What follows belongs to an exercise in optimizing a design on an open flow for small area, a short achievable clock period and few clock cycles; a production flow would make more cautious choices.
Only simulation tests tie the RTL to the original design; equivalence was not proved.
No activity file was given, so power comes from the tool's default toggle rates.

<file path="flow/constraint.sdc">
create_clock -name core_clock -period 8.5 [get_ports {Clock}]
set_input_delay 1.7000 -clock core_clock [delete_from_list [all_inputs] [get_ports {Clock}]]
set_output_delay 1.7000 -clock core_clock [all_outputs]
set_load 0.01 [all_outputs]
</file>
<file path="flow/run.sh">
#!/bin/bash
# synth_recipe.tcl (not shown) runs the flow's synth.tcl, then flattens the netlist and writes it again
# the make line also repeats each setting of config.mk as NAME=value (left out here)
make -C /OpenROAD-flow-scripts/flow DESIGN_CONFIG=/design/flow/config.mk WORK_HOME=/design/flow/orfs CLKGATE_MAP_FILE= SYNTH_SCRIPT=/design/flow/synth_recipe.tcl finish
</file>
<file path="flow/config.mk">
export PLATFORM = sky130hd
export DESIGN_NAME = cacheTop
export DESIGN_NICKNAME = cacheTop
export VERILOG_FILES = /design/flow/design.v
export SDC_FILE = /design/flow/constraint.sdc
export NUM_CORES = 4
export LEC_CHECK = 0
export CAP_MARGIN = 20
export CORE_MARGIN = 2
export CORE_UTILIZATION = 40
export SETUP_SLACK_MARGIN = 5
export SLEW_MARGIN = 20
</file>
<file path="flow/design.v">
package cachePkg;
	localparam int DataWidth = 16;	 
	localparam int NumWays   = 4;	 
	localparam int WayBits   = 2;	 
endpackage
`timescale 1ns/100ps
module plruPolicy #(
	parameter int SetBits = 3
) (
	input  logic                         Clock,
	input  logic                         Reset_L,
	input  logic [SetBits-1:0]           rdSet,
	output logic [cachePkg::WayBits-1:0] victimWay,
	input  logic                         updEn,
	input  logic [SetBits-1:0]           updSet,
	input  logic [cachePkg::WayBits-1:0] updWay
);
	localparam int NumSets = 1 << SetBits;
	logic [2:0] lruMem [NumSets];
	logic [2:0] curBits;
	assign curBits   = lruMem[rdSet];
	assign victimWay = curBits[0] ? {1'b1, curBits[2]} : {1'b0, curBits[1]};
	always_ff @(posedge Clock or negedge Reset_L) begin
		if (!Reset_L) begin
			for (int s = 0; s < NumSets; s++)
				lruMem[s] <= '0;
		end else if (updEn) begin
			lruMem[updSet][0] <= ~updWay[1];
			if (updWay[1])
				lruMem[updSet][2] <= ~updWay[0];
			else
				lruMem[updSet][1] <= ~updWay[0];
		end
	end
endmodule
`timescale 1ns/100ps
module tagStore #(
	parameter int SetBits  = 3,
	parameter int TagWidth = 25
) (
	input  logic                         Clock,
	input  logic                         Reset_L,
	input  logic [SetBits-1:0]           phase,
	input  logic [(1<<SetBits)-1:0]      posSel,	 
	input  logic [SetBits-1:0]           rdSet,
	input  logic [TagWidth-1:0]          rdTag,
	output logic [cachePkg::NumWays-1:0] hitWays,
	input  logic                         allocEn,
	input  logic [SetBits-1:0]           allocSet,
	input  logic [cachePkg::WayBits-1:0] allocWay,
	input  logic [TagWidth-1:0]          allocTag,
	input  logic [cachePkg::NumWays-1:0] invWays,
	input  logic [SetBits-1:0]           invSet
);
	localparam int NumSets = 1 << SetBits;
	logic [TagWidth-1:0] tagRing  [cachePkg::NumWays][NumSets];
	logic [NumSets-1:0]  validMem [cachePkg::NumWays];
	logic                pend;	 
	logic [TagWidth-1:0] pendTag;
	logic [SetBits-1:0]  pendSet;
	logic [cachePkg::WayBits-1:0] pendWay;
	logic                pendWr;
	assign pendWr = pend && (phase == pendSet);
	always_ff @(posedge Clock or negedge Reset_L) begin
		if (!Reset_L)
			pend <= 1'b0;
		else if (allocEn)
			pend <= 1'b1;
		else if (pendWr)
			pend <= 1'b0;
	end
	always_ff @(posedge Clock) begin
		if (allocEn) begin
			pendTag <= allocTag;
			pendSet <= allocSet;
			pendWay <= allocWay;
		end
		for (int w = 0; w < cachePkg::NumWays; w++) begin
			for (int p = 1; p < NumSets; p++)
				tagRing[w][p] <= tagRing[w][p-1];
			tagRing[w][0] <= (pendWr && pendWay == w) ? pendTag : tagRing[w][NumSets-1];
		end
	end
	always_ff @(posedge Clock or negedge Reset_L) begin
		if (!Reset_L) begin
			for (int w = 0; w < cachePkg::NumWays; w++)
				validMem[w] <= '0;
		end else begin
			for (int w = 0; w < cachePkg::NumWays; w++) begin
				if (invWays[w])
					validMem[w][invSet] <= 1'b0;
				if (allocEn && allocWay == w)
					validMem[w][allocSet] <= 1'b1;
			end
		end
	end
	logic [NumSets-1:0] setSel;
	logic [NumSets-1:0] match [cachePkg::NumWays];
	logic               pendHere, pendEq, validHere;
	always_comb begin
		for (int s = 0; s < NumSets; s++)
			setSel[s] = (rdSet == s);
		pendHere = pend && (rdSet == pendSet);
		pendEq   = (pendTag == rdTag);
		for (int w = 0; w < cachePkg::NumWays; w++) begin
			for (int p = 0; p < NumSets; p++)
				match[w][p] = (tagRing[w][p] == rdTag);
			validHere  = |(validMem[w] & setSel);
			hitWays[w] = validHere && ((pendHere && pendWay == w) ? pendEq : |(match[w] & posSel));
		end
	end
endmodule
`timescale 1ns/100ps
module dataStore #(
	parameter int SetBits  = 3,
	parameter int WordBits = 3
) (
	input  logic                           Clock,
	input  logic                           Reset_L,
	output logic [SetBits-1:0]             phase,	 
	output logic [(1<<SetBits)-1:0]        posSel,	 
	input  logic [SetBits-1:0]             rdSet,
	input  logic [WordBits-1:0]            rdWord,
	output logic [cachePkg::NumWays-1:0][cachePkg::DataWidth-1:0] rdData,	 
	output logic [cachePkg::DataWidth-1:0] stData,	 
	input  logic                           stLoad,
	input  logic [WordBits-1:0]            stWord,
	input  logic [cachePkg::DataWidth-1:0] stIn,
	input  logic                           ringWr,
	input  logic [cachePkg::WayBits-1:0]   ringWay,
	input  logic [(1<<WordBits)-1:0]       ringWords
);
	localparam int NumSets   = 1 << SetBits;
	localparam int LineWords = 1 << WordBits;
	logic [cachePkg::DataWidth-1:0] ring    [cachePkg::NumWays][LineWords][NumSets];
	logic [cachePkg::DataWidth-1:0] staging [LineWords];
	logic [SetBits-1:0]             placeSet [NumSets];	 
	logic [LineWords-1:0]           wordSel;
	always_ff @(posedge Clock or negedge Reset_L) begin
		if (!Reset_L) begin
			phase <= '0;
			for (int p = 0; p < NumSets; p++)
				placeSet[p] <= SetBits'(NumSets - 1 - p);
		end else begin
			phase <= phase + 1'b1;
			for (int p = 0; p < NumSets; p++)
				placeSet[p] <= placeSet[p] + 1'b1;
		end
	end
	always_ff @(posedge Clock) begin
		if (stLoad)
			staging[stWord] <= stIn;
	end
	always_ff @(posedge Clock) begin
		for (int w = 0; w < cachePkg::NumWays; w++)
			for (int k = 0; k < LineWords; k++) begin
				for (int p = 1; p < NumSets; p++)
					ring[w][k][p] <= ring[w][k][p-1];
				ring[w][k][0] <= (ringWr && ringWay == w && ringWords[k]) ? staging[k] : ring[w][k][NumSets-1];
			end
	end
	always_comb begin
		for (int p = 0; p < NumSets; p++)
			posSel[p] = (rdSet == placeSet[p]);
		for (int k = 0; k < LineWords; k++)
			wordSel[k] = (rdWord == k);
		for (int w = 0; w < cachePkg::NumWays; w++) begin
			rdData[w] = '0;
			for (int p = 0; p < NumSets; p++) begin
				logic [cachePkg::DataWidth-1:0] atPlace;
				atPlace = '0;
				for (int k = 0; k < LineWords; k++)
					atPlace = atPlace | (ring[w][k][p] & {cachePkg::DataWidth{wordSel[k]}});
				rdData[w] = rdData[w] | (atPlace & {cachePkg::DataWidth{posSel[p]}});
			end
		end
		stData = '0;
		for (int k = 0; k < LineWords; k++)
			stData = stData | (staging[k] & {cachePkg::DataWidth{wordSel[k]}});
	end
endmodule
`timescale 1ns/100ps
module cacheSequencer #(
	parameter int AddrWidth  = 32,
	parameter int SetBits    = 3,
	parameter int WordBits   = 3,
	parameter int CasLatency = 2
) (
	input  logic                           Clock,
	input  logic                           Reset_L,
	input  logic [AddrWidth-1:0]           cpuAddr,
	input  logic [cachePkg::DataWidth-1:0] cpuWriteData,
	input  logic                           as_L,
	input  logic                           we_L,
	input  logic                           uds_L,
	input  logic                           lds_L,
	input  logic                           dramSelectCpu,
	input  logic [cachePkg::DataWidth-1:0] dramReadData,
	input  logic                           dramDtack_L,
	input  logic                           dramCas_L,
	input  logic                           dramRas_L,
	input  logic [cachePkg::NumWays-1:0]   hitWays,
	input  logic [cachePkg::WayBits-1:0]   victimWay,
	input  logic [cachePkg::NumWays-1:0][cachePkg::DataWidth-1:0] rdData,	 
	input  logic [cachePkg::DataWidth-1:0] stData,	 
	input  logic [SetBits-1:0]             phase,	 
	output logic [cachePkg::DataWidth-1:0] cpuReadData,
	output logic                           dtack_L,
	output logic                           dramSelect_L,
	output logic [AddrWidth-1:0]           dramAddr,
	output logic [cachePkg::DataWidth-1:0] dramWriteData,
	output logic                           dramUds_L,
	output logic                           dramLds_L,
	output logic                           dramWe_L,
	output logic                           dramAs_L,
	output logic                           allocEn,
	output logic [SetBits-1:0]             allocSet,
	output logic [cachePkg::WayBits-1:0]   allocWay,
	output logic [cachePkg::NumWays-1:0]   invWays,
	output logic [SetBits-1:0]             invSet,
	output logic                           lruEn,
	output logic [SetBits-1:0]             lruSet,
	output logic [cachePkg::WayBits-1:0]   lruWay,
	output logic                           stLoad,
	output logic [WordBits-1:0]            stWord,
	output logic                           ringWr,
	output logic [cachePkg::WayBits-1:0]   ringWay,
	output logic [(1<<WordBits)-1:0]       ringWords
);
	typedef enum logic [2:0] {
		dIdle,
		dFillReq,	 
		dFillGap,	 
		dFillData,	 
		dWrReq,		 
		dWrRel		 
	} dramState_t;
	localparam int LineWords = 1 << WordBits;
	dramState_t                 dstate, dnext;
	logic [WordBits-1:0]        cnt;
	logic [SetBits-1:0]         fillSet;
	logic [cachePkg::WayBits-1:0] fillWay;
	logic                       acked;		 
	logic [SetBits-1:0]         stSet;
	logic [cachePkg::WayBits-1:0] stWay;
	logic [LineWords-1:0]       stValid;	 
	logic [LineWords-1:0]       stDirty;	 
	logic                       fillOk;
	logic                       dtackQ;
	logic [SetBits-1:0]         set;
	logic [WordBits-1:0]        word;
	logic                       cpuReq, hit, fillActive, inData;
	logic                       readAck, readMiss, writeIssue, writeAck;
	logic [cachePkg::WayBits-1:0] hitWay;
	assign set  = cpuAddr[SetBits+WordBits:WordBits+1];
	assign word = cpuAddr[WordBits:1];
	assign cpuReq     = !as_L && dramSelectCpu && !acked;
	assign hit        = |hitWays;
	assign hitWay     = {hitWays[3] | hitWays[2], hitWays[3] | hitWays[1]};
	assign fillActive = (dstate == dFillReq) || (dstate == dFillGap) || (dstate == dFillData);
	assign inData     = (dstate == dFillData);
	logic [cachePkg::NumWays-1:0] wayReady;
	always_comb
		for (int w = 0; w < cachePkg::NumWays; w++)
			wayReady[w] = !(fillActive && set == fillSet && fillWay == w) || (inData && cnt >= word);
	assign readAck    = cpuReq && we_L && |(hitWays & wayReady);
	logic [cachePkg::DataWidth-1:0] wayWord [cachePkg::NumWays];
	logic [cachePkg::DataWidth-1:0] readWord;
	always_comb begin
		readWord = '0;
		for (int w = 0; w < cachePkg::NumWays; w++) begin
			if (fillActive && set == fillSet && fillWay == w && inData && cnt == word)
				wayWord[w] = dramReadData;
			else if (set == stSet && stWay == w && stValid[word])
				wayWord[w] = stData;
			else
				wayWord[w] = rdData[w];
			readWord = readWord | (wayWord[w] & {cachePkg::DataWidth{hitWays[w]}});
		end
	end
	assign fillOk     = !(|stDirty) || (SetBits'(stSet - phase) <= SetBits'(5));
	assign readMiss   = cpuReq && we_L && !hit && (dstate == dIdle) && fillOk;
	assign writeIssue = cpuReq && !we_L && (dstate == dIdle);
	assign writeAck   = (dstate == dWrReq) && !dramDtack_L;
	always_comb begin
		dnext = dstate;
		case (dstate)
			dIdle:     if (readMiss) dnext = dFillReq;
			           else if (writeIssue) dnext = dWrReq;
			dFillReq:  if (!dramCas_L && dramRas_L) dnext = (CasLatency > 1) ? dFillGap : dFillData;
			dFillGap:  if (cnt == WordBits'(CasLatency - 2)) dnext = dFillData;
			dFillData: if (cnt == WordBits'(LineWords - 1)) dnext = dIdle;
			dWrReq:    if (!dramDtack_L) dnext = dWrRel;
			dWrRel:    if (dramDtack_L) dnext = dIdle;
			default:   dnext = dIdle;
		endcase
	end
	always_ff @(posedge Clock or negedge Reset_L) begin
		if (!Reset_L) begin
			dstate       <= dIdle;
			dtackQ       <= 1'b1;
			acked        <= 1'b0;
			dramSelect_L <= 1'b1;
			allocEn      <= 1'b0;
			invWays      <= '0;
			lruEn        <= 1'b0;
		end else begin
			dstate       <= dnext;
			acked        <= readAck || writeAck || (acked && !as_L);
			dtackQ       <= !(readAck || writeAck || (acked && !as_L));
			dramSelect_L <= !((dnext == dFillReq) || (dnext == dWrReq));
			allocEn      <= readMiss;
			invWays      <= writeIssue ? hitWays : '0;
			lruEn        <= readMiss || readAck;
		end
	end
	always_ff @(posedge Clock) begin
		if (dstate == dFillData || (dstate == dFillGap && dnext == dFillGap))
			cnt <= cnt + 1'b1;
		else
			cnt <= '0;
		if (dstate == dIdle) begin	 
			fillSet <= set;
			fillWay <= victimWay;
		end
		allocSet <= set;
		allocWay <= victimWay;
		invSet   <= set;
		lruSet   <= set;
		lruWay   <= hit ? hitWay : victimWay;
		cpuReadData <= readWord;
		dramAddr      <= we_L ? {cpuAddr[AddrWidth-1:WordBits+1], {(WordBits+1){1'b0}}} : cpuAddr;
		dramWriteData <= cpuWriteData;
		dramUds_L     <= we_L ? 1'b0 : uds_L;
		dramLds_L     <= we_L ? 1'b0 : lds_L;
		dramWe_L      <= we_L;
		dramAs_L      <= we_L;
	end
	assign dtack_L = dtackQ;
	assign stLoad    = inData;
	assign stWord    = cnt;
	assign ringWr    = (phase == stSet);
	assign ringWay   = stWay;
	assign ringWords = stValid;
	always_ff @(posedge Clock or negedge Reset_L) begin
		if (!Reset_L) begin
			stValid <= '0;
			stDirty <= '0;
		end else begin
			if (ringWr)
				stDirty <= '0;
			if (inData) begin
				if (cnt == '0) begin	 
					stValid <= LineWords'(1);
					stDirty <= LineWords'(1);
				end else begin
					stValid[cnt] <= 1'b1;
					stDirty[cnt] <= 1'b1;
				end
			end
		end
	end
	always_ff @(posedge Clock) begin
		if (inData && cnt == '0) begin
			stSet <= fillSet;
			stWay <= fillWay;
		end
	end
endmodule
`timescale 1ns/100ps
module cacheTop #(
	parameter int AddrWidth  = 32,
	parameter int SetBits    = 3,
	parameter int WordBits   = 3,
	parameter int CasLatency = 2
) (
	input  logic                           Clock,
	input  logic                           Reset_L,
	input  logic [AddrWidth-1:0]           cpuAddr,
	input  logic [cachePkg::DataWidth-1:0] cpuWriteData,
	output logic [cachePkg::DataWidth-1:0] cpuReadData,
	input  logic                           as_L,
	input  logic                           uds_L,
	input  logic                           lds_L,
	input  logic                           we_L,
	input  logic                           dramSelectCpu,	 
	output logic                           dtack_L,
	output logic                           dramSelect_L,
	output logic [AddrWidth-1:0]           dramAddr,
	output logic [cachePkg::DataWidth-1:0] dramWriteData,
	output logic                           dramUds_L,
	output logic                           dramLds_L,
	output logic                           dramWe_L,
	output logic                           dramAs_L,
	input  logic [cachePkg::DataWidth-1:0] dramReadData,
	input  logic                           dramDtack_L,
	input  logic                           dramCas_L,
	input  logic                           dramRas_L
);
	localparam int TagWidth = AddrWidth - SetBits - WordBits - 1;
	logic [cachePkg::NumWays-1:0]   hitWays, invWays;
	logic [cachePkg::WayBits-1:0]   victimWay, allocWay, lruWay;
	logic [SetBits-1:0]             allocSet, invSet, lruSet;
	logic [WordBits-1:0]            stWord;
	logic                           allocEn, lruEn, stLoad, ringWr;
	logic [cachePkg::WayBits-1:0]   ringWay;
	logic [(1<<WordBits)-1:0]       ringWords;
	logic [SetBits-1:0]             phase;
	logic [(1<<SetBits)-1:0]        posSel;
	logic [cachePkg::NumWays-1:0][cachePkg::DataWidth-1:0] rdData;
	logic [cachePkg::DataWidth-1:0] stData;
	cacheSequencer #(
		.AddrWidth(AddrWidth), .SetBits(SetBits),
		.WordBits(WordBits), .CasLatency(CasLatency)
	) seq0 (.*);
	tagStore #(.SetBits(SetBits), .TagWidth(TagWidth)) tags0 (
		.Clock, .Reset_L, .phase, .posSel,
		.rdSet(cpuAddr[SetBits+WordBits:WordBits+1]),
		.rdTag(cpuAddr[AddrWidth-1:AddrWidth-TagWidth]),
		.hitWays,
		.allocEn, .allocSet, .allocWay,
		.allocTag(cpuAddr[AddrWidth-1:AddrWidth-TagWidth]),	 
		.invWays, .invSet
	);
	dataStore #(.SetBits(SetBits), .WordBits(WordBits)) data0 (
		.Clock, .Reset_L, .phase, .posSel,
		.rdSet(cpuAddr[SetBits+WordBits:WordBits+1]),
		.rdWord(cpuAddr[WordBits:1]),
		.rdData, .stData,
		.stLoad, .stWord, .stIn(dramReadData),
		.ringWr, .ringWay, .ringWords
	);
	plruPolicy #(.SetBits(SetBits)) lru0 (
		.Clock, .Reset_L,
		.rdSet(cpuAddr[SetBits+WordBits:WordBits+1]),
		.victimWay,
		.updEn(lruEn), .updSet(lruSet), .updWay(lruWay)
	);
endmodule
</file>
==> summary.md, run 1 <==
| Metric | Value |
|---|---|
| Status | finished clean |
| Fmax | 254.9 MHz |
| Worst Tran Pin Value | 1.113 ns |
| Vias in the first global route | 103536 |
| Most used flip-flop cell after synthesis | dfxtp_1 |
| Starting density of the core | 0.4020 |
| Clk latency of the worst-skew pair | 1.07 ns |
| DIE HEIGHT | 624.1 um |
| Hold WC Path Type | flip-flop to flip-flop |
| Hold Crit Start | data0.ring[252][6] |
| Final Max Tran Viols | 0 |
| Routed wire length | 562.2 mm |
| Final hold vios | 0 |
| 1st-pass router iterations | 10 |
| First-pass GRT wire length | 777.2 mm |
| Data arrival, critical path | 4.80 ns |
| Critical path fanouts, max | 6 |
| Die footprint | 0.3895 mm^2 |
| Worst-path clk slew | 0.07 ns |
| Syn_nets | 11480 |
| CP max stage cell | o31ai_4 |
| Routed via count | 103359 |
| Finished Cell Area | 0.1859 mm^2 |
| Worst stage delay on the critical path | 0.61 ns |
| Cell mode on critical path | buf_12 |
| Seq. cell area | 0.1074 mm^2 |
| Hold Crit Endpoint | data0.ring[253][6] |
| IO Pins | 144 |
| Final setup vio count | 0 |
| CTS H-tree lvls | 5 |
| Fillers | 32251 |
| Most frequent cells in the layout | dfxtp_1, a22oi_1, mux2_2 |
| IO buf count | 143 |
| Antenna violations before repair | 49 |
| Worst-path cell chain | buf_12 -> buf_12 -> xor2_2 -> nor4_2 -> nand4_1 -> nor4_2 -> or4_4 -> o31ai_4 -> buf_12 -> clkinvlp_4 -> o21a_1 -> or3_1 |
| Fin Setup TNS | 0 ns |
| Total track usage | 0.2747 |
| Final nets | 11903 |
| Root Buffer | clkbuf_16 |
| Share of post-route cells with drive strength above 1 | 0.1968 |
| DIE WIDTH | 624.1 um |
| Sequential fraction of the synthesis area | 0.6980 |
| CP bufs+invs | 4 |
| Final non-filler cell total | 17289 |
| Crit path required time | 9.37 ns |
| Placed instance count | 16009 |
| Top Layer Used | met5 |
| RR Endpoint | seq0.lruEn |
| Post-synth EDFFs | 168 |
| Mapped cell area | 0.1538 mm^2 |
| DR vias/cell | 5.978 |
| Multi-input gate area | 0.04486 mm^2 |
| Ys async rst share | 0.02133 |
| LEAKAGE | 67.82 nW |
| CTS tree | built |
| Mean post-synth cell area | 13.52 um^2 |
| Pwr/cell area | 290.3 mW/mm^2 |
| Maximum clock path buffer count | 4 |
| Final Cycle Share | 0.4615 |
| Routed WL per cell | 32.52 um |
| Placed Area | 0.1601 mm^2 |
| # DRC | 0 |
| #FFs+latches synth | 5250 |
| Area delta synth->final | 20.84% |
| Commonest non-fill, non-tap cell in the layout | dfxtp_1 |
| R2r setup slk | 4.91 ns |
| Final Power | 53.95 mW |
| Pre-CTS setup slack | 2.275 ns |
| Worst rel slew slack | 0.2582 |
| Sink Count | 5250 |
| 1st-iter DRT viols | 13317 |
| DPL Wire Length | 297.9 mm |
| Antenna-violating nets left | 0 |
| Metal3 WL | 60.42 mm |
| R2R depth | 12 |
| Synthesis Warnings | 11 |
| Synth Instances | 11378 |
| M1 wire length | 219.2 mm |
| Met2 wire length | 247.0 mm |
| CORE AREA | 0.3826 mm^2 |
| CTS buffer count | 485 |
| Worst setup EP type | flip-flop |
| Largest net degree at the start of global routing | 122 |
| # Max-Cap Violations | 0 |
| Overflow after GRT | 0 |
| Fin crit period | 3.923 ns |
| Crit Path Class | input pin to flip-flop |
| Num rows | 227 |
| Synth unique cells | 75 |
| Final Skew | 0.1037 ns |
| Crit path launch | cpuAddr[14] |
| Critical path's top delay family | simple AND/OR/NAND/NOR gates |
| Reg-to-Reg Start | tags0.pendTag[6] |
| RePlAce Congestion | 0.9194 |
| Crit path launch type | input pin |
| Hold Path Depth | 0 |
| Max VDD drop | 0.2083 mV |
| Setup ws final | 4.577 ns |
| RSZ-0062 raised after global routing | yes |
| Hold buffer count at CTS | 0 |
routing by layer:
metal  vias up  track usage
met3      1657      0.07458
met1     51829       0.3492
li1      43220            -
met2      6625       0.4202
met4        28       0.1583
met5         -    0.0006174
power by group:
group	total, mW	switching, mW	internal (mW)
combinational	3.10	1.95	1.15
sequential	28.1	1.41	26.7
clock	22.7	9.69	13.0
registers in the layout, indices dropped and copies added (netlist names), 4 cells and up:
register and flops:
data0.placeSet 24, data0.staging 128, tags0.pendTag 25, seq0.stValid 8
data0.ring 4096, seq0.dramAddr 30, lru0.lruMem 24, seq0.stDirty 8
tags0.tagRing 800, seq0.invWays 4, seq0.dramWriteData 16, tags0.validMem 32
seq0.cpuReadData 16
layout make-up:
class | count | area share
Sequential cell | 5250 | 0.5779
Multi-Input combinational cell | 5358 | 0.2414
Clock buffer | 715 | 0.07818
Timing Repair Buffer | 674 | 0.05458
Tap cell | 5038 | 0.03392
Clock inverter | 182 | 0.01282
Inverter | 32 | 0.0006867
Antenna cell | 40 | 0.0005386
how the worst max path moves through the flow:
stage	slack (ns)	cells past startpoint	to
after global routing	4.69	12	seq0.lruEn
final	4.58	12	seq0.lruEn
after CTS	4.78	12	seq0.lruEn
after global placement	2.34	11	seq0.cpuReadData[8]
after detailed placement	2.28	11	seq0.cpuReadData[14]
after floorplan	4.50	13	seq0.cpuReadData[10]
cells by family (layout without fill, tap and decap cells):
family | Yosys count | in the layout | synth area share
adder cells (fa/ha/maj) | 28 | 28 | 0.002327
flip-flops | 5250 | 5250 | 0.6980
AO/OA/AOI/OAI | 2852 | 2852 | 0.1429
AND/OR/NAND/NOR | 966 | 973 | 0.03470
buffers and inverters | 777 | 1603 | 0.02563
other | 0 | 40 | 0
XOR/XNOR | 872 | 872 | 0.04966
multiplexers | 633 | 633 | 0.04672
through the flow:
stage,hold slack [ns],util
floorplan,0.3226,-
global placement,0.3291,0.4185
detailed placement,0.3297,0.4185
CTS,0.2875,0.4807
global route,0.2947,0.4857
finish,0.2834,0.4858
synth_stat cells (10+ instances only):
library cell / n / share of area
a41oi_1: 321 / 0.018
nor2_1: 86 / 0.0021
dfrtp_1: 98 / 0.016
nor4_1: 223 / 0.0091
mux2_2: 616 / 0.045
nor3_1: 44 / 0.0014
a21o_1: 13 / 0.00063
nand3_1: 108 / 0.0035
buf_1: 113 / 0.0028
a221oi_1: 137 / 0.0078
nor4b_1: 10 / 0.00057
mux2i_1: 11 / 0.00072
a22oi_1: 1773 / 0.087
nand4_1: 163 / 0.0066
a2111oi_0: 12 / 0.00068
buf_4: 87 / 0.0042
a41o_1: 11 / 0.00072
nor2b_1: 15 / 0.00061
and3_1: 29 / 0.0012
inv_1: 32 / 0.00078
or4_1: 16 / 0.00078
and4_1: 11 / 0.00063
a31oi_1: 157 / 0.0064
a221oi_2: 27 / 0.0026
nand2_1: 193 / 0.0047
buf_2: 282 / 0.0092
edfxtp_1: 168 / 0.033
dfxtp_1: 4970 / 0.65
buf_6: 43 / 0.0031
dfstp_2: 14 / 0.0024
a22o_1: 182 / 0.010
xor2_1: 402 / 0.023
xnor2_1: 470 / 0.027
nor3b_1: 10 / 0.00049
ha_1: 27 / 0.0022
o21ai_0: 37 / 0.0012
clkbuf_1: 217 / 0.0053
o211ai_1: 48 / 0.0023
a21oi_1: 94 / 0.0031
repair_timing:
item,in CTS,in global routing
gates cloned,85,24
setup buffers,193,40
setup endpoints to repair,122,23
pin swaps,78,102
resized for setup,638,172
Testbench counts, summed over its fixed seeds: cycles 123,485.
==> inputs of run 2 (changes only) <==
--- a/flow/config.mk
+++ b/flow/config.mk
@@ -9,4 +9,7 @@
 export CORE_MARGIN = 2
 export CORE_UTILIZATION = 40
+export CTS_BUF_LIST = sky130_fd_sc_hd__clkbuf_16
+export CTS_CLUSTER_DIAMETER = 60
+export CTS_CLUSTER_SIZE = 30
 export SETUP_SLACK_MARGIN = 5
 export SLEW_MARGIN = 20
==> summary.md, run 2 <==
| Metric | Value |
|---|---|
| Status | finished clean (unchanged) |
| Yosys top cell by area | dfxtp_1 (unchanged) |
| Synthesis Warnings | 11 (unchanged) |
| Die footprint | 0.3895 mm^2 (unchanged) |
| Vias in the first global route | 100847 (was 103536) |
| Worst-path clk slew | 0.11 ns (was 0.07 ns) |
| DIE WIDTH | 624.1 um (unchanged) |
| Share of post-route cells with drive strength above 1 | 0.1895 (was 0.1968) |
| IO Pins | 144 (unchanged) |
| GR Util met2 | 0.4011 (was 0.4202) |
| CTS tree | built (unchanged) |
| Commonest cells in the netlist | dfxtp_1, a22oi_1, mux2_2, xnor2_1, xor2_1 (unchanged) |
| Most frequent cells in the layout | dfxtp_1, a22oi_1, mux2_2 (unchanged) |
| 1st-pass router iterations | 12 (was 10) |
| Total track usage | 0.2631 (was 0.2747) |
| Max VDD drop | 0.2141 mV (was 0.2083 mV) |
| Sink Count | 5250 (unchanged) |
| DIE HEIGHT | 624.1 um (unchanged) |
| # Max-Cap Violations | 0 (unchanged) |
| Ys async rst share | 0.02133 (unchanged) |
| Routed wire length | 562.9 mm (was 562.2 mm) |
| Simple-gate share of the synthesized area | 0.03470 (unchanged) |
| Hold WC Path Type | flip-flop to flip-flop (unchanged) |
| Maximum clock path buffer count | 4 (unchanged) |
| Mean post-synth cell area | 13.52 um^2 (unchanged) |
| Pwr/cell area | 275.0 mW/mm^2 (was 290.3 mW/mm^2) |
| Crit path required time | 9.33 ns (was 9.37 ns) |
| R2R depth | 11 (was 12) |
| RePlAce Congestion | 0.9194 (unchanged) |
| Critical path fanouts, max | 30 (was 6) |
| Synth unique cells | 75 (unchanged) |
| Largest net degree at the start of global routing | 122 (unchanged) |
| R2r setup slk | 4.90 ns (was 4.91 ns) |
| First-pass GRT wire length | 748.1 mm (was 777.2 mm) |
| Post-synth EDFFs | 168 (unchanged) |
| Commonest non-fill, non-tap cell in the layout | dfxtp_1 (unchanged) |
| # DRC | 0 (unchanged) |
| Grt peak-use layer | met2 (unchanged) |
| Hold Path Depth | 0 (unchanged) |
| Starting density of the core | 0.4020 (unchanged) |
| Final nets | 11786 (was 11903) |
| Largest family of logic cells by synthesized area | compound AO/OA/AOI/OAI gates (unchanged) |
| Antenna-violating nets left | 0 (unchanged) |
| Antenna violations before repair | 46 (was 49) |
| Yosys top cell area share | 0.6469 (unchanged) |
| Worst rel slew slack | 0.2669 (was 0.2582) |
| Worst setup EP type | flip-flop (unchanged) |
| Post-synthesis xor/xnor area fraction | 0.04966 (unchanged) |
| 1st-iter DRT viols | 13808 (was 13317) |
| Mapped cell area | 0.1538 mm^2 (unchanged) |
| RSZ-0062 raised after global routing | yes (unchanged) |
| CORE AREA | 0.3826 mm^2 (unchanged) |
| CTS buffer count | 338 (was 485) |
| Final Max Tran Viols | 0 (unchanged) |
| Reg-to-Reg Start | tags0.pendTag[6] (unchanged) |
| Met1 usage | 0.3404 (was 0.3492) |
| Syn_nets | 11480 (unchanged) |
| Clk latency of the worst-skew pair | 1.03 ns (was 1.07 ns) |
| Final Cycle Share | 0.4521 (was 0.4615) |
| Final hold vios | 0 (unchanged) |
| Final Power | 50.03 mW (was 53.95 mW) |
| DPL Wire Length | 297.9 mm (unchanged) |
| Routed WL per cell | 33.00 um (was 32.52 um) |
| Routed via count | 102654 (was 103359) |
| Num rows | 227 (unchanged) |
| CTS H-tree lvls | 5 (unchanged) |
| RR Endpoint | seq0.lruEn (unchanged) |
| IO buf count | 143 (unchanged) |
| Fin Setup TNS | 0 ns (unchanged) |
| LEAKAGE | 65.65 nW (was 67.82 nW) |
| Synth Instances | 11378 (unchanged) |
| Post-synthesis mux area share | 0.04672 (unchanged) |
| Crit Path Class | input pin to flip-flop (unchanged) |
| Top cells by area, synth | dfxtp_1, a22oi_1, mux2_2 (unchanged) |
| Area delta synth->final | 18.26% (was 20.84%) |
| Final Skew | 0.09864 ns (was 0.1037 ns) |
| Data arrival, critical path | 4.67 ns (was 4.80 ns) |
| Hold Crit Endpoint | data0.ring[57][4] (was data0.ring[253][6]) |
| DR vias/cell | 6.018 (was 5.978) |
| GR Util met3 | 0.06597 (was 0.07458) |
| Count leader, synth | dfxtp_1 (unchanged) |
| Compound-Gate Fraction of Synth Area | 0.1429 (unchanged) |
| Post-Synth Adder-Cell Area | 0.002327 (unchanged) |
| Overflow after GRT | 0 (unchanged) |
| Fmax | 260.2 MHz (was 254.9 MHz) |
| Hold Crit Start | data0.ring[56][4] (was data0.ring[252][6]) |
| Fin crit period | 3.843 ns (was 3.923 ns) |
| Most used flip-flop cell after synthesis | dfxtp_1 (unchanged) |
| Biggest registers after layout | data0.ring: 4096 flops, tags0.tagRing: 800 flops, data0.staging: 128 flops (unchanged) |
| #FFs+latches synth | 5250 (unchanged) |
| Multi-input gate area | 0.04497 mm^2 (was 0.04486 mm^2) |
| Seq. cell area | 0.1074 mm^2 (about the same) |
| Worst Tran Pin Value | 1.100 ns (was 1.113 ns) |
| Final setup vio count | 0 (unchanged) |
| Sequential fraction of the synthesis area | 0.6980 (unchanged) |
| Fillers | 32580 (was 32251) |
| Crit path launch type | input pin (unchanged) |
| Root Buffer | clkbuf_16 (unchanged) |
| Top reg by flops | data0.ring (unchanged) |
| Largest register FFs | 4096 (unchanged) |
-- run 2: changes by cell type in the layout (fill, tap and decap cells not counted), moves of 44 or more --
| cell | before | now |
|---|---|---|
| clkbuf_1 | 94 | 0 |
| clkbuf_8 | 121 | 0 |
| inv_12 | 0 | 44 |
| clkbuf_16 | 521 | 409 |
| clkinv_8 | 7 | 69 |
| clkinv_2 | 87 | 9 |
-- run 2: metal layers --
layer,part of all wire,up-vias
li1,-,42968
met1,0.39,51294
met2,0.44,6780
met3,0.11,1602
met4,0.064,10
met5,0.00013,-
-- run 2: worst max path at each step --
stage	from	to	slack, ns	cells after the start
after floorplan	cpuAddr[3]	seq0.cpuReadData[10]	4.50	13
after global placement	cpuAddr[5]	seq0.cpuReadData[8]	2.34	11
after detailed placement	cpuAddr[5]	seq0.cpuReadData[14]	2.28	11
after CTS	cpuAddr[2]	seq0.cpuReadData[14]	4.68	13
after global routing	cpuAddr[2]	seq0.cpuReadData[14]	4.67	14
final	cpuAddr[2]	seq0.cpuReadData[14]	4.66	14
-- run 2: cell families (layout without fill, tap and decap cells) --
group                    Yosys count  count (layout)
adder cells (fa/ha/maj)           28              28
multiplexers                     633             633
AO/OA/AOI/OAI                   2852            2852
buffers and inverters            777            1363
flip-flops                      5250            5250
AND/OR/NAND/NOR                  966             975
XOR/XNOR                         872             872
other                              0              48
-- run 2: layout make-up --
class | count | area share
diodes | 48 | 0.0006603
clock buffers | 344 | 0.04733
clock inverters | 285 | 0.02261
inverters | 32 | 0.0006810
multi-input cells | 5360 | 0.2472
flip-flops and latches | 5250 | 0.5905
well taps | 5038 | 0.03465
repair buffers | 702 | 0.05632
-- run 2: worst max-delay path, cell delays in order --
cell      delay (ns)
buf_12          0.12
buf_12          0.15
and3b_4         0.31
buf_12          0.17
buf_12          0.14
buf_16          0.21
a22o_1          0.27
a221oi_1        0.26
a31oi_1         0.15
nor4_1          0.23
a31oi_1         0.15
mux2i_1         0.15
nor2_1          0.07
or4_1           0.54
-- run 2: where the power goes --
part	total (mW)	switching [mW]	internal, mW	leakage, nW
clock	18.8	10.2	8.62	6.15
combinational	3.12	1.97	1.14	16.4
sequential	28.1	1.40	26.7	43.1
total	50.0	13.6	36.5	65.6
-- run 2: through the flow --
stage / setup WS, ns / util / instance area (um^2) / std cells / hold slack (ns)
2_1_floorplan: 4.498 / - / 155100 / 11378 / 0.3226
3_3_place_gp: 2.344 / 0.4185 / 160100 / 16009 / 0.3291
3_5_place_dp: 2.275 / 0.4185 / 160100 / 16009 / 0.3297
4_1_cts: 4.681 / 0.4631 / 177200 / 16822 / 0.2711
5_1_grt: 4.673 / 0.4753 / 181800 / 17039 / 0.2580
6_report: 4.657 / 0.4754 / 181900 / 17059 / 0.2661
-- run 2: timing repair --
action                                  CTS  global route
hold buffers                              0             0
setup buffers                           131           118
pin swaps                                40           156
endpoints found under the setup margin  130            23
endpoints found under the hold margin     0             0
cloned                                   53            70
resized for setup                       449           375
==> inputs of run 3 (changes only) <==
--- a/flow/config.mk
+++ b/flow/config.mk
@@ -8,8 +8,8 @@
 export CAP_MARGIN = 20
 export CORE_MARGIN = 2
-export CORE_UTILIZATION = 40
+export CORE_UTILIZATION = 60
 export CTS_BUF_LIST = sky130_fd_sc_hd__clkbuf_16
-export CTS_CLUSTER_DIAMETER = 60
-export CTS_CLUSTER_SIZE = 30
+export CTS_CLUSTER_DIAMETER = 50
+export CTS_CLUSTER_SIZE = 25
 export SETUP_SLACK_MARGIN = 5
 export SLEW_MARGIN = 20
==> summary.md, run 3 <==
| Metric | Value |
|---|---|
| IO buf count | 143 (unchanged) |
| Worst setup EP type | flip-flop (unchanged) |
| Syn_nets | 11480 (unchanged) |
| Final hold vios | 0 (unchanged) |
| Synthesis Warnings | 11 (unchanged) |
| Largest net degree at the start of global routing | 82 (was 122) |
| Top reg by flops | data0.ring (unchanged) |
| Worst Tran Pin Value | 1.251 ns (was 1.100 ns) |
| Largest register FFs | 4096 (unchanged) |
| Root Buffer | clkbuf_16 (unchanged) |
| Yosys top cell by area | dfxtp_1 (unchanged) |
| DIE HEIGHT | 510.3 um (was 624.1 um) |
| Final Skew | 0.08063 ns (was 0.09864 ns) |
| DR vias/cell | 6.698 (was 6.018) |
| Top cells by area, synth | dfxtp_1, a22oi_1, mux2_2 (unchanged) |
| Routed WL per cell | 36.29 um (was 33.00 um) |
| 1st-iter DRT viols | 14158 (was 13808) |
| Placed Area | 0.1582 mm^2 (was 0.1601 mm^2) |
| Num rows | 185 (was 227) |
| Clk latency of the worst-skew pair | 1.02 ns (was 1.03 ns) |
| Fin crit period | 3.793 ns (was 3.843 ns) |
| Synth Instances | 11378 (unchanged) |
| CORE AREA | 0.2546 mm^2 (was 0.3826 mm^2) |
| # DRC | 0 (unchanged) |
| Antenna-violating nets left | 0 (unchanged) |
| Fmax | 263.6 MHz (was 260.2 MHz) |
| Routed via count | 104109 (was 102654) |
| Sequential fraction of the synthesis area | 0.6980 (unchanged) |
| LEAKAGE | 67.61 nW (was 65.65 nW) |
| Share of post-route cells with drive strength above 1 | 0.2077 (was 0.1895) |
| Critical path fanouts, max | 10 (was 30) |
| 1st-pass router iterations | 8 (was 12) |
| CTS tree | built (unchanged) |
| Final Max Tran Viols | 0 (unchanged) |
| Total track usage | 0.4163 (was 0.2631) |
| First-pass GRT wire length | 772.2 mm (was 748.1 mm) |
| Count leader, synth | dfxtp_1 (unchanged) |
| Crit path required time | 9.36 ns (was 9.33 ns) |
| DIE WIDTH | 510.3 um (was 624.1 um) |
| Antenna violations before repair | 42 (was 46) |
| Most frequent cells in the layout | dfxtp_1, a22oi_1, mux2_2 (unchanged) |
| Mean post-synth cell area | 13.52 um^2 (unchanged) |
| Pwr/cell area | 281.3 mW/mm^2 (was 275.0 mW/mm^2) |
| Sink Count | 5250 (unchanged) |
| Area delta synth->final | 19.52% (was 18.26%) |
| RSZ-0062 raised after global routing | yes (unchanged) |
| Crit Path Class | input pin to flip-flop (unchanged) |
| Routed wire length | 564.1 mm (was 562.9 mm) |
| Ys async rst share | 0.02133 (unchanged) |
| Maximum clock path buffer count | 4 (unchanged) |
| Mapped cell area | 0.1538 mm^2 (unchanged) |
| Hold WC Path Type | flip-flop to flip-flop (unchanged) |
| Biggest registers after layout | data0.ring: 4096 flops, tags0.tagRing: 800 flops, data0.staging: 128 flops (unchanged) |
| Crit path launch | cpuAddr[1] (was cpuAddr[2]) |
| Final Cycle Share | 0.4462 (was 0.4521) |
| Synth unique cells | 75 (unchanged) |
| Overflow after GRT | 0 (unchanged) |
| Status | finished clean (unchanged) |
| Final nets | 11908 (was 11786) |
| Final setup vio count | 0 (unchanged) |
| Worst-path clk slew | 0.09 ns (was 0.11 ns) |
| Crit path launch type | input pin (unchanged) |
| Most used flip-flop cell after synthesis | dfxtp_1 (unchanged) |
| CTS buffer count | 402 (was 338) |
| Finished Cell Area | 0.1838 mm^2 (was 0.1819 mm^2) |
| Worst rel slew slack | 0.1659 (was 0.2669) |
| Fin util | 0.7220 (was 0.4754) |
| RePlAce Congestion | 0.9120 (was 0.9194) |
| IO Pins | 144 (unchanged) |
| #FFs+latches synth | 5250 (unchanged) |
| Die footprint | 0.2604 mm^2 (was 0.3895 mm^2) |
| # Max-Cap Violations | 0 (unchanged) |
| DPL Wire Length | 296.9 mm (was 297.9 mm) |
| Max VDD drop | 0.2207 mV (was 0.2141 mV) |
| Yosys top cell area share | 0.6469 (unchanged) |
| Commonest non-fill, non-tap cell in the layout | dfxtp_1 (unchanged) |
| Commonest cells in the netlist | dfxtp_1, a22oi_1, mux2_2, xnor2_1, xor2_1 (unchanged) |
| Post-synth EDFFs | 168 (unchanged) |
| Vias in the first global route | 102578 (was 100847) |
| Data arrival, critical path | 4.66 ns (was 4.67 ns) |
| Starting density of the core | 0.6041 (was 0.4020) |
| Reg-to-Reg Start | data0.phase[1] (was tags0.pendTag[6]) |
| Fin Setup TNS | 0 ns (unchanged) |
| CTS H-tree lvls | 5 (unchanged) |
| Hold Crit Start | data0.ring[44][4] (was data0.ring[56][4]) |
-- run 3: area by class of cell --
cell class,instances,area [um^2]
repair buffers,756,11780
inverters,32,123.9
clock buffers,412,10310
multi-input cells,5364,45760
flip-flops and latches,5250,107400
well taps,3366,4212
clock inverters,323,4148
fillers,16849,70790
diodes,40,100.1
-- run 3: path summary, 6_finish.rpt --
kind                                              to  slack, ns  depth (start not counted)
worst min-delay path               data0.ring[45][4]       0.31                          0
max in group asynchronous            seq0.stDirty[7]       6.45                          2
min in group asynchronous          lru0.lruMem[3][2]       0.69                          1
worst max register to register   data0.ring[216][13]       4.92                          8
worst max-delay path            seq0.cpuReadData[10]       4.71                         12
worst min register to register     data0.ring[45][4]       0.31                          0
-- run 3: logic make-up after synthesis --
family,share of synthesized area
compound gates,0.1429
xor+xnor,0.04966
fa+ha+maj,0.002327
buf+inv,0.02563
flops,0.6980
mux,0.04672
simple gates,0.03470
-- run 3: through the flow --
| step | total power, mW | hold slack (ns) | setup WS, ns | instances |
|---|---|---|---|---|
| 5_1_grt | 52.88 | 0.3247 | 4.767 | 15516 |
| 6_report | 51.71 | 0.3068 | 4.707 | 15543 |
| 2_1_floorplan | 29.53 | 0.3226 | 4.498 | 11378 |
| 3_5_place_dp | 31.06 | 0.3321 | 2.004 | 14354 |
| 3_3_place_gp | 31.03 | 0.3294 | 2.054 | 14353 |
| 4_1_cts | 51.37 | 0.3168 | 4.838 | 15417 |
-- run 3: power breakdown --
part	internal (mW)	total (mW)	switching (mW)	leakage [nW]
logic	1.21	3.22	2.01	17.4
clock network	10.1	20.4	10.3	7.04
registers	26.7	28.1	1.42	43.1
total	38.0	51.7	13.7	67.6
-- run 3: metal layers --
layer,share of wire,track usage
met1,0.38,0.5380
met2,0.43,0.6137
met3,0.12,0.1257
met4,0.074,0.2556
met5,0.00040,0.001462
-- run 3: critical path, stage by stage --
cell      delay (ns)
buf_16          0.14
buf_4           0.24
mux4_1          0.56
nand2_1         0.08
nand2_1         0.11
nand2_2         0.14
or3_4           0.31
buf_4           0.34
nand3_1         0.22
o211ai_1        0.15
a21oi_1         0.11
or4_4           0.49
-- run 3: repair_timing --
action | CTS | global route
pin swaps | 189 | 157
cloned | 116 | 24
endpoints found under the setup margin | 173 | 66
hold buffers | 0 | 0
setup buffers | 212 | 62
gates resized for setup | 783 | 251
==> inputs of run 4 (changes only) <==
--- a/flow/config.mk
+++ b/flow/config.mk
@@ -8,5 +8,5 @@
 export CAP_MARGIN = 20
 export CORE_MARGIN = 2
-export CORE_UTILIZATION = 60
+export CORE_UTILIZATION = 70
 export CTS_BUF_LIST = sky130_fd_sc_hd__clkbuf_16
 export CTS_CLUSTER_DIAMETER = 50
==> summary.md, run 4 <==
| Metric | Value |
|---|---|
| Worst Tran Pin Value | 1.181 ns (was 1.251 ns) |
| Post-synth EDFFs | 168 (unchanged) |
| #FFs+latches synth | 5250 (unchanged) |
| Crit path launch type | input pin (unchanged) |
| CP bufs+invs | 8 (was 3) |
| Final Power | 49.17 mW (was 51.71 mW) |
| Worst rel slew slack | 0.2104 (was 0.1659) |
| Final Max Tran Viols | 0 (unchanged) |
| CORE AREA | 0.2191 mm^2 (was 0.2546 mm^2) |
| CP max stage cell | or4_1 (was mux4_1) |
| Routed via count | 107294 (was 104109) |
| Crit Path Class | input pin to flip-flop (unchanged) |
| Placed instance count | 13851 (was 14354) |
| Final non-filler cell total | 14936 (was 15543) |
| LEAKAGE | 66.49 nW (was 67.61 nW) |
| Status | finished clean (unchanged) |
| Crit path required time | 9.36 ns (about the same) |
| Crit path launch | cpuAddr[1] (unchanged) |
| Worst stage delay on the critical path | 0.51 ns (was 0.56 ns) |
| Max VDD drop | 0.2721 mV (was 0.2207 mV) |
| Data arrival, critical path | 4.70 ns (was 4.66 ns) |
| Ys async rst share | 0.02133 (unchanged) |
| RSZ-0062 raised after global routing | yes (unchanged) |
| Mapped cell area | 0.1538 mm^2 (unchanged) |
| Most used flip-flop cell after synthesis | dfxtp_1 (unchanged) |
| Setup ws final | 4.665 ns (was 4.707 ns) |
| Final hold vios | 0 (unchanged) |
| # DRC | 0 (unchanged) |
| Routed WL per cell | 37.24 um (was 36.29 um) |
| RePlAce Congestion | 0.9320 (was 0.9120) |
| Hold buffer count at CTS | 0 (unchanged) |
| Yosys top cell by area | dfxtp_1 (unchanged) |
| Worst-path clk slew | 0.09 ns (about the same) |
| Sequential fraction of the synthesis area | 0.6980 (unchanged) |
| Most frequent cells in the layout | dfxtp_1, a22oi_1, mux2_2 (unchanged) |
| Final Skew | 0.06208 ns (was 0.08063 ns) |
| Commonest cells in the netlist | dfxtp_1, a22oi_1, mux2_2, xnor2_1, xor2_1 (unchanged) |
| Syn_nets | 11480 (unchanged) |
| Yosys top cell area share | 0.6469 (unchanged) |
| Final nets | 11864 (was 11908) |
| Top cells by area, synth | dfxtp_1, a22oi_1, mux2_2 (unchanged) |
| Largest register FFs | 4096 (unchanged) |
| Final setup vio count | 0 (unchanged) |
| Hold Crit Start | data0.ring[178][0] (was data0.ring[44][4]) |
| CTS tree | built (unchanged) |
| Worst-path cell chain | buf_16 -> buf_16 -> buf_4 -> nor3b_4 -> buf_12 -> buf_12 -> buf_16 -> buf_16 -> buf_4 -> a22oi_1 -> a41oi_1 -> nor4_1 -> nand3_1 -> o211ai_1 -> a21oi_1 -> or4_1 (was buf_16 -> buf_4 -> mux4_1 -> nand2_1 -> nand2_1 -> nand2_2 -> or3_4 -> buf_4 -> nand3_1 -> o211ai_1 -> a21oi_1 -> or4_4) |
| IO buf count | 143 (unchanged) |
| DR vias/cell | 7.184 (was 6.698) |
| DIE WIDTH | 472.7 um (was 510.3 um) |
| Biggest registers after layout | data0.ring: 4096 flops, tags0.tagRing: 800 flops, data0.staging: 128 flops (unchanged) |
| Root Buffer | clkbuf_16 (unchanged) |
| # Max-Cap Violations | 0 (unchanged) |
| Starting density of the core | 0.7021 (was 0.6041) |
| Area delta synth->final | 17.47% (was 19.52%) |
| Clk latency of the worst-skew pair | 1.02 ns (about the same) |
| Sink Count | 5250 (unchanged) |
| Synth Instances | 11378 (unchanged) |
| Routed wire length | 556.2 mm (was 564.1 mm) |
| Vias in the first global route | 105907 (was 102578) |
| Maximum clock path buffer count | 4 (unchanged) |
| Antenna violations before repair | 51 (was 42) |
| Fmax | 260.7 MHz (was 263.6 MHz) |
| DPL Wire Length | 285.0 mm (was 296.9 mm) |
| Pre-CTS setup slack | 1.913 ns (was 2.004 ns) |
| Count leader, synth | dfxtp_1 (unchanged) |
| Fin crit period | 3.835 ns (was 3.793 ns) |
| Reg-to-Reg Start | seq0.dstate[1] (was data0.phase[1]) |
| Total track usage | 0.4797 (was 0.4163) |
| Cell mode on critical path | buf_16 |
| Fin Setup TNS | 0 ns (unchanged) |
| Commonest non-fill, non-tap cell in the layout | dfxtp_1 (unchanged) |
| Critical path's top delay family | simple AND/OR/NAND/NOR gates (unchanged) |
| Die footprint | 0.2235 mm^2 (was 0.2604 mm^2) |
| Antenna-violating nets left | 0 (unchanged) |
| Mean post-synth cell area | 13.52 um^2 (unchanged) |
| Synthesis Warnings | 11 (unchanged) |
| CTS H-tree lvls | 5 (unchanged) |
| Top reg by flops | data0.ring (unchanged) |
| Share of post-route cells with drive strength above 1 | 0.1959 (was 0.2077) |
| Pwr/cell area | 272.2 mW/mm^2 (was 281.3 mW/mm^2) |
| Critical path fanouts, max | 6 (was 10) |
| 1st-iter DRT viols | 16393 (was 14158) |
| Synth unique cells | 75 (unchanged) |
| First-pass GRT wire length | 769.9 mm (was 772.2 mm) |
| Multi-input gate area | 0.04555 mm^2 (was 0.04576 mm^2) |
| Fillers | 11499 (was 16849) |
| Largest net degree at the start of global routing | 107 (was 82) |
| Worst setup EP type | flip-flop (unchanged) |
| Num rows | 172 (was 185) |
| CTS buffer count | 340 (was 402) |
| DIE HEIGHT | 472.7 um (was 510.3 um) |
| 1st-pass router iterations | 10 (was 8) |
| Final Cycle Share | 0.4512 (was 0.4462) |
| Seq. cell area | 0.1074 mm^2 (about the same) |
| Fin util | 0.8247 (was 0.7220) |
| IO Pins | 144 (unchanged) |
| Overflow after GRT | 0 (unchanged) |
| Hold WC Path Type | flip-flop to flip-flop (unchanged) |
run 4: stage by stage:
step	instance area, um^2	hold WS, ns
floorplan	155100	0.3226
global placement	157400	0.3283
detailed placement	157400	0.3287
CTS	179000	0.3274
global route	180600	0.3309
finish	180700	0.3200
run 4: logic make-up after synthesis:
logic type | share of synthesized area
DFF | 0.6980
xor gates and xnor gates | 0.04966
adders and majority gates | 0.002327
muxes | 0.04672
buffers and inverters | 0.02563
AOI/OAI and AO/OA | 0.1429
and+or+nand+nor | 0.03470
run 4: repair_timing:
item                                    CTS  global route
gates resized for setup                 877           152
buffers inserted                        253            40
endpoints found under the setup margin  240           190
cloned                                  134            13
pin swaps                               223           129
run 4: path summary, 6_finish.rpt:
| kind | endpoint | slack (ns) | depth (start not counted) |
|---|---|---|---|
| max in group asynchronous | seq0.invWays[0] | 6.39 | 2 |
| worst min-delay path | data0.ring[179][0] | 0.32 | 0 |
| min in group asynchronous | lru0.lruMem[4][2] | 0.74 | 1 |
| worst min register to register | data0.ring[179][0] | 0.32 | 0 |
| worst max register to register | seq0.cpuReadData[12] | 4.97 | 9 |
| worst max-delay path | seq0.cpuReadData[0] | 4.66 | 16 |
run 4: layout make-up:
cell class / instances / share of cell area
Sequential cell: 5250 / 0.5944
Multi-Input combinational cell: 5362 / 0.2521
Timing Repair Buffer: 776 / 0.06803
Clock buffer: 348 / 0.04820
Tap cell: 2871 / 0.01988
Clock inverter: 230 / 0.01571
Antenna cell: 67 / 0.0009280
Inverter: 32 / 0.0006787
run 4: power by group:
part	switching, mW	total, mW	leakage (nW)	internal (mW)
clock network	9.29	17.8	5.70	8.47
registers	1.47	28.2	43.1	26.7
logic	2.00	3.24	17.6	1.24
total	12.8	49.2	66.5	36.4
run 4: routing by layer:
metal,GRT usage,routed length (um),up-vias
met2,0.6916,233500,9189
li1,-,-,43135
met4,0.3722,53560,34
met1,0.5837,189600,52116
met3,0.1756,79270,2820
met5,0.0002163,253,-
==> inputs of run 5 (changes only) <==
--- a/flow/design.v
+++ b/flow/design.v
@@ -265,17 +265,18 @@
 			wayReady[w] = !(fillActive && set == fillSet && fillWay == w) || (inData && cnt >= word);
 	assign readAck    = cpuReq && we_L && |(hitWays & wayReady);
-	logic [cachePkg::DataWidth-1:0] wayWord [cachePkg::NumWays];
+	logic [cachePkg::NumWays-1:0]   capW, stW, ringW;
+	logic                           capHit, stHit;
 	logic [cachePkg::DataWidth-1:0] readWord;
 	always_comb begin
-		readWord = '0;
 		for (int w = 0; w < cachePkg::NumWays; w++) begin
-			if (fillActive && set == fillSet && fillWay == w && inData && cnt == word)
-				wayWord[w] = dramReadData;
-			else if (set == stSet && stWay == w && stValid[word])
-				wayWord[w] = stData;
-			else
-				wayWord[w] = rdData[w];
-			readWord = readWord | (wayWord[w] & {cachePkg::DataWidth{hitWays[w]}});
+			capW[w]  = fillActive && set == fillSet && fillWay == w && inData && cnt == word;
+			stW[w]   = set == stSet && stWay == w && stValid[word] && !capW[w];
+			ringW[w] = !capW[w] && !stW[w];
 		end
+		capHit   = |(hitWays & capW);
+		stHit    = |(hitWays & stW);
+		readWord = (dramReadData & {cachePkg::DataWidth{capHit}}) | (stData & {cachePkg::DataWidth{stHit}});
+		for (int w = 0; w < cachePkg::NumWays; w++)
+			readWord = readWord | (rdData[w] & {cachePkg::DataWidth{hitWays[w] & ringW[w]}});
 	end
 	assign fillOk     = !(|stDirty) || (SetBits'(stSet - phase) <= SetBits'(5));
--- a/flow/config.mk
+++ b/flow/config.mk
@@ -8,5 +8,5 @@
 export CAP_MARGIN = 20
 export CORE_MARGIN = 2
-export CORE_UTILIZATION = 70
+export CORE_UTILIZATION = 60
 export CTS_BUF_LIST = sky130_fd_sc_hd__clkbuf_16
 export CTS_CLUSTER_DIAMETER = 50
==> summary.md, run 5 <==
| Metric | Value |
|---|---|
| Status | finished clean (unchanged) |
| # Max-Cap Violations | 0 (unchanged) |
| DIE HEIGHT | 508.7 um (was 472.7 um) |
| CP max stage cell | nor4_2 (was or4_1) |
| Ys async rst share | 0.02133 (unchanged) |
| CP bufs+invs | 5 (was 8) |
| Vias in the first global route | 98618 (was 105907) |
| Biggest registers after layout | data0.ring: 4096 flops, tags0.tagRing: 800 flops, data0.staging: 128 flops (unchanged) |
| Sequential fraction of the synthesis area | 0.7024 (was 0.6980) |
| Pre-CTS setup slack | 2.229 ns (was 1.913 ns) |
| CTS buffer count | 403 (was 340) |
| Starting density of the core | 0.6025 (was 0.7021) |
| Routed wire length | 524.6 mm (was 556.2 mm) |
| Worst-path cell chain | buf_16 -> buf_12 -> xnor2_4 -> nand3_4 -> buf_4 -> buf_8 -> buf_4 -> a31oi_1 -> nor4_2 -> a211oi_2 -> a221oi_2 -> o2111ai_4 (was buf_16 -> buf_16 -> buf_4 -> nor3b_4 -> buf_12 -> buf_12 -> buf_16 -> buf_16 -> buf_4 -> a22oi_1 -> a41oi_1 -> nor4_1 -> nand3_1 -> o211ai_1 -> a21oi_1 -> or4_1) |
| Worst Tran Pin Value | 1.141 ns (was 1.181 ns) |
| Worst setup EP type | flip-flop (unchanged) |
| Fmax | 269.9 MHz (was 260.7 MHz) |
| Routed WL per cell | 34.37 um (was 37.24 um) |
| Final Max Tran Viols | 0 (unchanged) |
| Sink Count | 5250 (unchanged) |
| Post-synthesis xor/xnor area fraction | 0.04997 (was 0.04966) |
| Cell mode on critical path | buf_4 (was buf_16) |
| Antenna-violating nets left | 0 (unchanged) |
| Post-synth EDFFs | 168 (unchanged) |
| Final Cycle Share | 0.4359 (was 0.4512) |
| Clock Power Share | 0.395 (was 0.361) |
| Crit path launch type | input pin (unchanged) |
| RSZ-0062 raised after global routing | yes (unchanged) |
| RePlAce Congestion | 0.9172 (was 0.9320) |
| Routed via count | 99728 (was 107294) |
| Largest register FFs | 4096 (unchanged) |
| R2r setup slk | 5.07 ns (was 4.97 ns) |
| Hold Path Depth | 0 (unchanged) |
| Reg-to-Reg Start | seq0.dstate[2] (was seq0.dstate[1]) |
| Final nets | 11621 (was 11864) |
| Fillers | 17397 (was 11499) |
| Worst-path clk slew | 0.09 ns (about the same) |
| CORE AREA | 0.2537 mm^2 (was 0.2191 mm^2) |
| DIE WIDTH | 508.7 um (was 472.7 um) |
| Yosys top cell area share | 0.6510 (was 0.6469) |
| Commonest cells in the netlist | dfxtp_1, a22oi_1, mux2_2, xnor2_1, a22o_1 (was dfxtp_1, a22oi_1, mux2_2, xnor2_1, xor2_1) |
| WP depth | 12 (was 16) |
| Maximum clock path buffer count | 4 (unchanged) |
| Yosys top cell by area | dfxtp_1 (unchanged) |
| First-pass GRT wire length | 724.4 mm (was 769.9 mm) |
| Worst stage delay on the critical path | 0.50 ns (was 0.51 ns) |
| R2R depth | 5 (was 9) |
| Root Buffer | clkbuf_16 (unchanged) |
| Pwr/cell area | 288.1 mW/mm^2 (was 272.2 mW/mm^2) |
| Most used flip-flop cell after synthesis | dfxtp_1 (unchanged) |
| Synth unique cells | 77 (was 75) |
| Sw power | 13.65 mW (was 12.76 mW) |
| 1st-iter DRT viols | 12338 (was 16393) |
| Total track usage | 0.3893 (was 0.4797) |
| Compound-Gate Fraction of Synth Area | 0.1429 (about the same) |
| Commonest non-fill, non-tap cell in the layout | dfxtp_1 (unchanged) |
| Mapped cell area | 0.1528 mm^2 (was 0.1538 mm^2) |
| Overflow after GRT | 0 (unchanged) |
| Final Skew | 0.07167 ns (was 0.06208 ns) |
| Share of post-route cells with drive strength above 1 | 0.1845 (was 0.1959) |
| Int Power | 37.84 mW (was 36.41 mW) |
| Count leader, synth | dfxtp_1 (unchanged) |
| #FFs+latches synth | 5250 (unchanged) |
| Syn_nets | 11321 (was 11480) |
| Hold WC Path Type | flip-flop to flip-flop (unchanged) |
| Area delta synth->final | 16.93% (was 17.47%) |
| Mean post-synth cell area | 13.62 um^2 (was 13.52 um^2) |
| Fin crit period | 3.705 ns (was 3.835 ns) |
| DR vias/cell | 6.534 (was 7.184) |
| Largest net degree at the start of global routing | 121 (was 107) |
| Critical path's top delay family | buffers and inverters (was simple AND/OR/NAND/NOR gates) |
| DPL Wire Length | 287.6 mm (was 285.0 mm) |
| CTS tree | built (unchanged) |
| IO Pins | 144 (unchanged) |
| # DRC | 0 (unchanged) |
| Critical path fanouts, max | 15 (was 6) |
| Top reg by flops | data0.ring (unchanged) |
| Final setup vio count | 0 (unchanged) |
| Sequential share of power | 0.547 (was 0.573) |
| Combinational share of power | 0.058 (was 0.066) |
| Die footprint | 0.2588 mm^2 (was 0.2235 mm^2) |
| Hold buffer count at CTS | 0 (unchanged) |
| Fin Setup TNS | 0 ns (unchanged) |
| Most frequent cells in the layout | dfxtp_1, a22oi_1, mux2_2 (unchanged) |
| Hold Crit Start | data0.ring[98][3] (was data0.ring[178][0]) |
| Max VDD drop | 0.2461 mV (was 0.2721 mV) |
| Synthesis Warnings | 10 (was 11) |
| Simple-gate share of the synthesized area | 0.02999 (was 0.03470) |
| Synth Instances | 11219 (was 11378) |
| LEAKAGE | 66.02 nW (was 66.49 nW) |
| Num rows | 185 (was 172) |
| Crit Path Class | input pin to flip-flop (unchanged) |
| Data arrival, critical path | 4.54 ns (was 4.70 ns) |
| Crit path required time | 9.33 ns (was 9.36 ns) |
| IO buf count | 143 (unchanged) |
| Worst rel slew slack | 0.2373 (was 0.2104) |
| Final hold vios | 0 (unchanged) |
| Largest family of logic cells by synthesized area | compound AO/OA/AOI/OAI gates (unchanged) |
| Post-Synth Adder-Cell Area | 0.002341 (was 0.002327) |
| Setup ws final | 4.795 ns (was 4.665 ns) |
| Antenna violations before repair | 44 (was 51) |
| Post-synthesis mux area share | 0.04673 (was 0.04672) |
| Crit path launch | cpuAddr[4] (was cpuAddr[1]) |
| 1st-pass router iterations | 8 (was 10) |
| CTS H-tree lvls | 5 (unchanged) |
| Top cells by area, synth | dfxtp_1, a22oi_1, mux2_2 (unchanged) |
| Switching Fraction | 0.2651 (was 0.2595) |
| Clk latency of the worst-skew pair | 1.00 ns (was 1.02 ns) |
[run 5: changes by cell type after synthesis, moves of 77 or more]
cell      delta
a221oi_1   +348
a22o_1     +304
a22oi_1    -590
a31oi_1    +307
a41oi_1    -267
buf_2      -210
clkbuf_1   +211
nor2_1      +77
[run 5: timing repair]
action                                 CTS  global route
endpoints found under the hold margin    0             0
pin swaps                               88            93
buffers inserted                       134            57
resized for setup                      556           208
setup endpoints to repair               98            22
gates cloned                            62            25
[run 5: final timing paths]
check	end
max in group asynchronous	lru0.lruMem[4][0]
setup reg to reg	data0.staging[0][13]
setup / recovery	seq0.cpuReadData[11]
hold reg to reg	data0.ring[99][3]
min in group asynchronous	seq0.stValid[7]
hold / removal	data0.ring[99][3]
[run 5: layer usage]
metal	vias up	global-route usage	share of wire
li1	42346	-	-
met1	49881	0.5114	0.39
met2	6004	0.5894	0.44
met3	1493	0.09381	0.10
met4	4	0.2230	0.066
met5	-	0	0.000046
[run 5: area by class of cell]
| cell class | instances | area [um^2] | area share |
|---|---|---|---|
| sequential | 5250 | 107400 | 0.6010 |
| multi-input combinational | 5229 | 43890 | 0.2456 |
| clock buffer | 408 | 10210 | 0.05713 |
| timing repair buffer | 601 | 8484 | 0.04747 |
| clock inverter | 326 | 4269 | 0.02389 |
| tap | 3366 | 4212 | 0.02356 |
| inverter | 34 | 135.1 | 0.0007561 |
| antenna | 48 | 120.1 | 0.0006721 |
[run 5: worst reg2reg max path: cells and delay by family (launching register included)]
| kind | cells | cell delay [ns] |
|---|---|---|
| buffers and inverters | 1 | 0.63 |
| flip-flops | 1 | 0.48 |
| AND/OR/NAND/NOR | 4 | 1.95 |
[run 5: kinds of logic after synthesis]
family | count (synthesis)
AOI/OAI and AO/OA | 2822
muxes | 628
DFF | 5250
buffers and inverters | 748
and+or+nand+nor | 871
adders and majority gates | 28
xor gates and xnor gates | 872
[run 5: power by group through the flow]
stage / clock network [mW] / registers, mW / logic (mW)
floorplan: 0 / 28.0 / 1.54
global placement: 0 / 28.6 / 2.46
detailed placement: 0 / 28.7 / 2.46
CTS: 20.4 / 28.1 / 2.79
global route: 21.3 / 28.3 / 3.05
finish: 20.3 / 28.2 / 2.98
[run 5: stage by stage]
stage	cell area, um^2	hold slack (ns)	instances	power [mW]	utilization
finish	178700	0.2996	15262	51.49	0.7045
floorplan	153100	0.3308	11219	29.56	-
detailed placement	156800	0.3355	14202	31.12	0.6180
global placement	156800	0.3325	14202	31.09	0.6180
CTS	176500	0.3032	15132	51.28	0.6956
global route	178700	0.3079	15246	52.74	0.7043
Testbench counts of run 5, summed over its fixed seeds: cycles 123,485.

==> port drivers added, routing unchanged <==
In the flow no input, the clock included, has a driving cell. The finished layouts below were timed again as built, in two steps.
Step 1: set_driving_cell puts a clkbuf_16 on Clock and a buf_2 on each other input, an assumption about the parent block.
Step 2 times the ports against the registers' clock, not the clock port: input delays grow and output delays shrink by t, the midpoint of the rising clock arrivals with the driver on.
Three values: ideal, step 1, step 2; two values: the first two.
run	t, ns	setup WS [ns]	worst setup path at the end	worst register clock-pin slew, ns	pins driven straight from the clock port
run 1	1.115	4.577 / 4.535 / 3.419	input to register	0.07 / 0.07	1
run 2	1.083	4.657 / 4.610 / 3.527	input to register	0.12 / 0.12	1
run 3	1.093	4.707 / 4.465 / 3.372	input to register	0.10 / 0.10	1
run 4	1.083	4.665 / 4.377 / 3.294	input to register	0.10 / 0.10	1
run 5	1.075	4.795 / 4.711 / 3.636	input to register	0.10 / 0.10	1
After both steps setup and hold are still met in every run listed. For run 4, which loses most, drivers alone change the setup slack by -0.288 ns; drivers and shift together by -1.371 ns.
